Context: an optimization exercise on an open-source flow, tuned for small area, a short achievable clock period and few clock cycles per item. The choices shown serve that exercise and are no tape-out recipe.
For this run, only the layout was checked, not whether the RTL still works.
Power figures rest on the tool's default switching activity, not on a simulated workload.

==> flow/run.sh <==
#!/bin/bash
# synth_recipe.tcl (not shown) runs the flow's synth.tcl, then flattens the netlist and writes it again
# the make line also repeats each setting of config.mk as NAME=value (left out here)
make -C /OpenROAD-flow-scripts/flow DESIGN_CONFIG=/design/flow/config.mk WORK_HOME=/design/flow/orfs CLKGATE_MAP_FILE= SYNTH_SCRIPT=/design/flow/synth_recipe.tcl finish
==> flow/config.mk <==
export PLATFORM = sky130hd
export DESIGN_NAME = toroidal_life_grid_engine_core
export DESIGN_NICKNAME = toroidal_life_grid_engine_core
export VERILOG_FILES = /design/flow/design.v
export SDC_FILE = /design/flow/constraint.sdc
export NUM_CORES = 4
export LEC_CHECK = 0
export CAP_MARGIN = 20
export CORE_MARGIN = 2
export CORE_UTILIZATION = 40
export SLEW_MARGIN = 20
==> flow/constraint.sdc <==
create_clock -name core_clock -period 5.0 [get_ports {i_clk}]
set_input_delay 1.0000 -clock core_clock [delete_from_list [all_inputs] [get_ports {i_clk}]]
set_output_delay 1.0000 -clock core_clock [all_outputs]
set_load 0.01 [all_outputs]
==> flow/design.v <==
package tlg_pkg;
    localparam int GRID_DIM = 16;
    localparam int ROW_W    = $clog2(GRID_DIM);
    localparam int BIRTH_COUNT   = 3;
    localparam int SURVIVE_COUNT = 2;
    localparam int STEP_LAST = GRID_DIM + 2;
    localparam int CLR_LAST  = GRID_DIM - 1;
    localparam int CNT_W     = $clog2(STEP_LAST + 1);
    typedef logic [GRID_DIM-1:0] t_row_word;
    typedef logic [ROW_W-1:0]    t_row_addr;
    typedef logic [CNT_W-1:0]    t_cnt;
    typedef logic [3:0]          t_nbr_cnt;
    typedef enum logic [2:0] {
        REQ_READ   = 3'd0,
        REQ_WRITE  = 3'd1,
        REQ_TOGGLE = 3'd2,
        REQ_STEP   = 3'd3,
        REQ_CLEAR  = 3'd4
    } t_req_type;
    typedef enum logic [2:0] {
        ST_INIT,
        ST_IDLE,
        ST_CELL_RD,
        ST_CELL_WR,
        ST_STEP,
        ST_CLEAR,
        ST_DONE
    } t_state;
    typedef struct packed {
        logic      we;
        t_row_addr waddr;
        t_row_word wdata;
        logic      re;
        t_row_addr raddr;
    } t_ram_req;
endpackage
module tlg_row_ram (
    input  logic              i_clk,
    input  tlg_pkg::t_ram_req i_req,
    output tlg_pkg::t_row_word o_rdata
);
    tlg_pkg::t_row_word r_mem [0:tlg_pkg::GRID_DIM-1];
    tlg_pkg::t_row_word r_rdata;
    always_ff @(posedge i_clk) begin
        if (i_req.we) begin
            r_mem[i_req.waddr] <= i_req.wdata;
        end
    end
    always_ff @(posedge i_clk) begin
        if (i_req.re) begin
            r_rdata <= r_mem[i_req.raddr];
        end
    end
    assign o_rdata = r_rdata;
endmodule
module tlg_row_rule (
    input  tlg_pkg::t_row_word i_above,
    input  tlg_pkg::t_row_word i_center,
    input  tlg_pkg::t_row_word i_below,
    output tlg_pkg::t_row_word o_next
);
    localparam int N = tlg_pkg::GRID_DIM;
    tlg_pkg::t_row_word s, k;
    assign s = i_above ^ i_center ^ i_below;
    assign k = (i_above & i_center) | (i_above & i_below) | (i_center & i_below);
    for (genvar c = 0; c < N; c++) begin : g_col
        localparam int L = (c + N - 1) % N;
        localparam int R = (c + 1) % N;
        logic x0, x1, y0, y1;
        assign x0 = s[L] ^ s[c] ^ s[R];
        assign x1 = (s[L] & s[c]) | (s[L] & s[R]) | (s[c] & s[R]);
        assign y0 = k[L] ^ k[c] ^ k[R];
        assign y1 = (k[L] & k[c]) | (k[L] & k[R]) | (k[c] & k[R]);
        assign o_next[c] = (!y1 && x0 && (x1 ^ y0))
                         | (i_center[c] && !x0 && ((!y1 && x1 && y0) || (y1 && !y0 && !x1)));
    end
endmodule
module toroidal_life_grid_engine_core (
    input  logic       i_clk,
    input  logic       i_rst_n,
    input  logic       s_axis_tvalid,
    output logic       s_axis_tready,
    input  logic [15:0] s_axis_tdata,   
    input  logic [2:0] s_axis_tuser,    
    output logic       m_axis_tvalid,
    input  logic       m_axis_tready,
    output logic [7:0] m_axis_tdata     
);
    localparam int N = tlg_pkg::GRID_DIM;
    tlg_pkg::t_row_word r_live  [0:N-1];
    tlg_pkg::t_row_word r_prior [0:N-1];
    logic       x_valid;     
    logic       x_cell;      
    logic       x_step;
    logic       x_tog;
    logic       x_wr;
    logic       x_val;
    logic       x_pclr;      
    logic [3:0] x_row, x_col;
    logic [N-1:0] x_rsel;    
    logic [N-1:0] x_csel;    
    logic       r_pclr;
    logic [1:0] r_cnt;       
    logic       r_ready;
    logic       r_ovalid;
    logic [1:0] r_q0, r_q1, r_q2;
    logic       accept, deliver;
    logic [2:0] code;
    logic       in_cell;
    assign accept  = s_axis_tvalid && r_ready;
    assign deliver = r_ovalid && m_axis_tready;
    assign code    = s_axis_tuser;
    assign in_cell = (code == tlg_pkg::REQ_READ) || (code == tlg_pkg::REQ_WRITE)
                   || (code == tlg_pkg::REQ_TOGGLE);
    always_ff @(posedge i_clk) begin
        x_row <= s_axis_tdata[7:4];
        x_col <= s_axis_tdata[3:0];
        x_val <= i_rst_n && (code == tlg_pkg::REQ_WRITE) && s_axis_tdata[8];
        x_tog <= i_rst_n && (code == tlg_pkg::REQ_TOGGLE);
        x_wr  <= !i_rst_n || (code == tlg_pkg::REQ_WRITE) || (code == tlg_pkg::REQ_CLEAR);
        for (int i = 0; i < N; i++) begin
            x_rsel[i] <= !i_rst_n || (accept && (code == tlg_pkg::REQ_CLEAR))
                       || (accept && ((code == tlg_pkg::REQ_WRITE) || (code == tlg_pkg::REQ_TOGGLE))
                           && (s_axis_tdata[7:4] == 4'(i)));
            x_csel[i] <= !i_rst_n || (code == tlg_pkg::REQ_CLEAR) || (s_axis_tdata[3:0] == 4'(i));
        end
        if (!i_rst_n) begin
            x_valid <= 1'b0;
            x_cell  <= 1'b0;
            x_step  <= 1'b0;
            x_pclr  <= 1'b1;
            r_pclr  <= 1'b0;
        end else begin
            x_valid <= accept;
            x_cell  <= accept && in_cell;
            x_step  <= accept && (code == tlg_pkg::REQ_STEP);
            x_pclr  <= accept && (code == tlg_pkg::REQ_CLEAR);
            r_pclr  <= x_pclr;
        end
    end
    tlg_pkg::t_row_word live_row, prior_row, new_row, rule_row [0:N-1];
    assign live_row  = r_live[x_row];
    assign prior_row = r_prior[x_row];
    assign new_row   = x_tog ? ~live_row : (x_wr ? {N{x_val}} : live_row);
    for (genvar r = 0; r < N; r++) begin : g_rule
        tlg_row_rule u_rule (
            .i_above  (r_live[(r + N - 1) % N]),
            .i_center (r_live[r]),
            .i_below  (r_live[(r + 1) % N]),
            .o_next   (rule_row[r])
        );
    end
    always_ff @(posedge i_clk) begin
        for (int r = 0; r < N; r++) begin
            for (int c = 0; c < N; c++) begin
                if (x_step) begin
                    r_live[r][c] <= rule_row[r][c];
                end else if (x_rsel[r] && x_csel[c]) begin
                    r_live[r][c] <= new_row[c];
                end
            end
            if (x_step || r_pclr) begin
                r_prior[r] <= r_live[r];
            end
        end
    end
    logic [1:0] res;
    assign res = {x_cell && !r_pclr && prior_row[x_col], x_cell && new_row[x_col]};
    logic [1:0] cnt_next;
    always_comb begin
        cnt_next = r_cnt;
        if (x_valid && !deliver) cnt_next = r_cnt + 2'd1;
        if (!x_valid && deliver) cnt_next = r_cnt - 2'd1;
    end
    always_ff @(posedge i_clk) begin
        if (!i_rst_n) begin
            r_cnt    <= '0;
            r_ovalid <= 1'b0;
            r_ready  <= 1'b1;
        end else begin
            r_cnt    <= cnt_next;
            r_ovalid <= (cnt_next != 2'd0);
            r_ready  <= ({1'b0, cnt_next} + 3'(accept)) < 3'd3;
        end
    end
    always_ff @(posedge i_clk) begin
        if (deliver) begin
            r_q0 <= r_q1;
            r_q1 <= r_q2;
        end
        if (x_valid) begin
            unique case (r_cnt - 2'(deliver))
                2'd0:    r_q0 <= res;
                2'd1:    r_q1 <= res;
                default: r_q2 <= res;
            endcase
        end
    end
    assign s_axis_tready = r_ready;
    assign m_axis_tvalid = r_ovalid;
    assign m_axis_tdata  = {6'b0, r_q0};
endmodule
==> summary.txt <==
Outcome
  • Outcome: finished clean

Route
  • Vias: 42900
  • Wire length per cell: 32.3 um
  • Initial drt markers: 5580
  • DRC: 0
  • DRT Wirelength: 225 mm
  • Routed vias/inst: 6.16
  • Drt pass-1 iters: 7
  • Routed Antenna Nets: 0

Timing
  • Final Worst Setup Slack: 0.715 ns
  • Max-slew violations: 0
  • RSZ-0062 raised after global routing: false
  • Total negative slack: 0 ns
  • Worst Skew: 0.0418 ns
  • Max_slew headroom: 17.0%
  • Post-layout min period: 4.28 ns
  • Maximum clock rate: 233 MHz
  • Slew at the pin closest to its max-slew limit: 1.24 ns
  • WHS: 0.437 ns
  • Fin crit share: 85.7%
  • Final setup fails: 0
  • Hold Fails Final Rpt: 0

Finish
  • Share of cells above drive strength 1: 7.46%
  • Fin nets: 5923
  • Post-Route Utilization: 44.5%
  • P&R area growth vs syn: 10.2%

Clock network
  • Clock Latency Late Sink: 0.69 ns
  • Post-CTS Resized: 0
  • Post-CTS Setup Inserts: 0
  • CTS root buf: clkbuf_16
  • Htree depth: 3
  • CTS tree: built
  • Clock tree buffer depth: 3
  • Worst-path clk slew: 0.06 ns
  • Hold buffer count at CTS: 0
  • CTS Sinks: 570
  • Cts bufs inserted: 75

Placed design
  • Detail Placement HPWL: 166 mm
  • Post-Place Setup Slack: 0.955 ns
  • RePlAce Congestion: 1.06
  • IO buf count: 19

Power and ir drop
  • Pwr/cell area: 496 mW/mm2
  • P_int: 0.0166 W
  • Sequential Power Share: 25.0%
  • Clock power share: 20.7%
  • Leakage: 23.9 nW
  • Switch Pwr: 0.0129 W
  • Worst vdd ir: 0.000250 V
  • Sw frac: 43.7%
  • Gate power share: 54.3%

Global routing
  • Gr usage total: 33.0%
  • Largest net degree at the start of global routing: 148
  • Vias in the first global route: 41400
  • Global-route wire length before repair: 317 mm
  • Initial antenna violation count: 22
  • Remaining Overflow, GRT: 0

Critical path
  • Data arrival, critical path: 4.69 ns
  • Critical Path Start Type: flip-flop
  • Crit-path max FO: 43
  • Req. time, crit path: 5.40 ns
  • Worst R2R Path Depth: 9
  • Crit Path Class: flip-flop to flip-flop
  • CP Capture Type: flip-flop

Synth
  • Post-synth EDFFs: 514
  • Syn Std Cell Area: 0.0541 mm2
  • Post-synthesis sequential area ratio: 30.6%
  • Prevailing post-synth register cell: edfxtp_1
  • Synthesis-stage register bit count: 570
  • Syn. warnings: 6
  • Syn_area_per_cell: 10.6 um2
  • Synth async-reset ratio: 0%
  • Unique masters post-synth: 87
  • Gate Count Post-Synth: 5109

Hold path
  • Hold path cells: 1
  • Hold crit path type: flip-flop to flip-flop

Floorplan
  • Core ar.: 0.134 mm2
  • Rows: 134
  • Io pins: 33
  • DIE HEIGHT: 372 um
  • Initial Utilization: 40.4%
  • Die area: 0.138 mm2
  • Die W: 372 um

Flow run
  • Maxcap violations: 0
-- registers in the layout, summed over array words and instances (netlist names), 2 cells and up --
signal,count
r_q2,2
r_live,256
x_col,4
r_q1,2
x_row,4
x_csel,16
r_cnt,2
x_rsel,16
r_prior,256
r_q0,2
-- cell usage after synthesis (8+ instances only) --
master      n  area share [%]
buf_6       8            0.17
o21ai_0   305             2.8
dfxtp_1    56             2.1
edfxtp_1  514              29
nand2b_1  140             1.6
a22o_1     23            0.37
xor2_1    232             3.8
a211oi_1   10            0.14
and2_1     13            0.15
clkbuf_1  108            0.75
nand4b_1   27            0.44
a31o_2     27            0.44
fa_1      768              28
and3_1     10            0.12
nand3_1   225             2.1
nand2_1   343             2.4
nor2_1    233             1.6
a32oi_1    25            0.40
nor3_1     42            0.39
mux2i_1    96             1.8
inv_1     530             3.7
o211ai_1    9            0.12
mux2_2     19            0.40
nor2b_1    18            0.21
buf_2      65            0.60
a31oi_1   244             2.8
a21o_1    264             3.7
nand3b_1  325             4.5
a21oi_1   106            0.98
buf_4      15            0.21
buf_1      44            0.31
a22oi_1    46            0.64
a221oi_1   21            0.34
o31ai_1    25            0.35
o32ai_1    11            0.18
o22ai_1    32            0.37
-- stage by stage --
step / power [W] / cell area, um2 / cells
after global routing: 0.0318 / 59600 / 6958
final: 0.0296 / 59600 / 6963
after floorplan: 0.0191 / 54100 / 5114
after CTS: 0.0294 / 59600 / 6958
after global placement: 0.0225 / 56900 / 6820
after detailed placement: 0.0233 / 56900 / 6820
-- layer usage --
layer / global-route usage, % / part of all wire, % / vias up
li1: - / - / 18000
met1: 45.2 / 40 / 22000
met2: 48.8 / 43 / 2424
met3: 7.38 / 11 / 500
met4: 17.1 / 6.1 / 8
met5: 0 / 0.023 / -
-- power groups by stage --
stage,clock network (W),registers [W],logic [W]
after global placement,0,0.00745,0.0151
after floorplan,0,0.00657,0.0126
after CTS,0.00614,0.00736,0.0159
after detailed placement,0,0.00745,0.0158
after global routing,0.00630,0.00741,0.0181
final,0.00612,0.00741,0.0161
-- worst max-delay path, stage by stage, from the launching register on --
cell     delay [ns]
dfxtp_4        0.80
nor2b_2        1.09
a22oi_1        0.25
o22a_1         0.27
a31oi_1        0.48
mux2i_1        0.22
mux2i_1        0.24
o22ai_1        0.12
o22ai_2        0.38
inv_1          0.09
-- cell families (layout without fill, tap and decap cells) --
group	count (synthesis)	count (layout)	synth area share (%)
buffers and inverters	771	847	5.72
other	1	11	0.00693
DFF	570	570	30.6
adders and majority gates	771	771	28.5
and+or+nand+nor	1424	1424	14.2
AOI/OAI and AO/OA	1216	1216	14.8
muxes	119	119	2.34
xor gates and xnor gates	237	237	3.84
-- worst paths after layout --
path | from | to | slack [ns]
worst max-delay path | x_row[1] | r_q2[0] | 0.72
worst min-delay path | x_pclr | r_pclr | 0.44
worst max register to register | x_row[1] | r_q2[0] | 0.72
worst min register to register | x_pclr | r_pclr | 0.44
-- cell usage in the layout (no fill, tap or decap), types with 25 or more instances in the layout --
| master | netlist | layout |
|---|---|---|
| o21ai_0 | 305 | 305 |
| buf_4 | 15 | 145 |
| a21o_1 | 264 | 264 |
| xor2_1 | 232 | 232 |
| nor2_1 | 233 | 223 |
| edfxtp_1 | 514 | 514 |
| nand4b_1 | 27 | 27 |
| o22ai_1 | 32 | 32 |
| nand3_1 | 225 | 225 |
| clkbuf_16 | 0 | 82 |
| o31ai_1 | 25 | 25 |
| nor3_1 | 42 | 42 |
| inv_1 | 530 | 530 |
| nand3b_1 | 325 | 325 |
| a21oi_1 | 106 | 106 |
| a31oi_1 | 244 | 244 |
| mux2i_1 | 96 | 96 |
| fa_1 | 768 | 768 |
| nand2b_1 | 140 | 140 |
| a32oi_1 | 25 | 25 |
| nand2_1 | 343 | 343 |
| a22oi_1 | 46 | 46 |
| a31o_2 | 27 | 27 |
| dfxtp_1 | 56 | 35 |
-- layout make-up --
| cell class | instances | area, um2 |
|---|---|---|
| antenna | 5 | 12.5 |
| clock buffer | 104 | 2200 |
| clock inverter | 34 | 479 |
| fill | 12500 | 74200 |
| inverter | 531 | 1990 |
| multi-input combinational | 3773 | 34500 |
| sequential | 570 | 16600 |
| tap | 1768 | 2210 |
| timing repair buffer | 178 | 1560 |

[static timing again, ports no longer ideal]
How much do the figures lean on ideal ports? The routed layout below was timed once more, with nothing changed but the port constraints.
Step 1 assumes that a clkbuf_16 drives the clock port and a buf_2 every other input.
Step 2, shift: input delay + t, output delay - t, t = (earliest + latest rising clock arrival at the registers) / 2. This alone moves slack from input paths to output paths.
a / b / c = ideal ports / drivers / drivers and shift; a / b = the first two.
t (ns): 0.740
slack for setup (ns): 0.715 / 0.715 / 0.715
hold WS [ns]: 0.437 / 0.437 / 0.437
worst register clock-pin slew, ns: 0.07 / 0.07
pins driven straight from the clock port: 1
After both steps this run still meets setup and hold. The setup slack of this run moves by 0.000 ns with the drivers and by 0.000 ns with both steps.
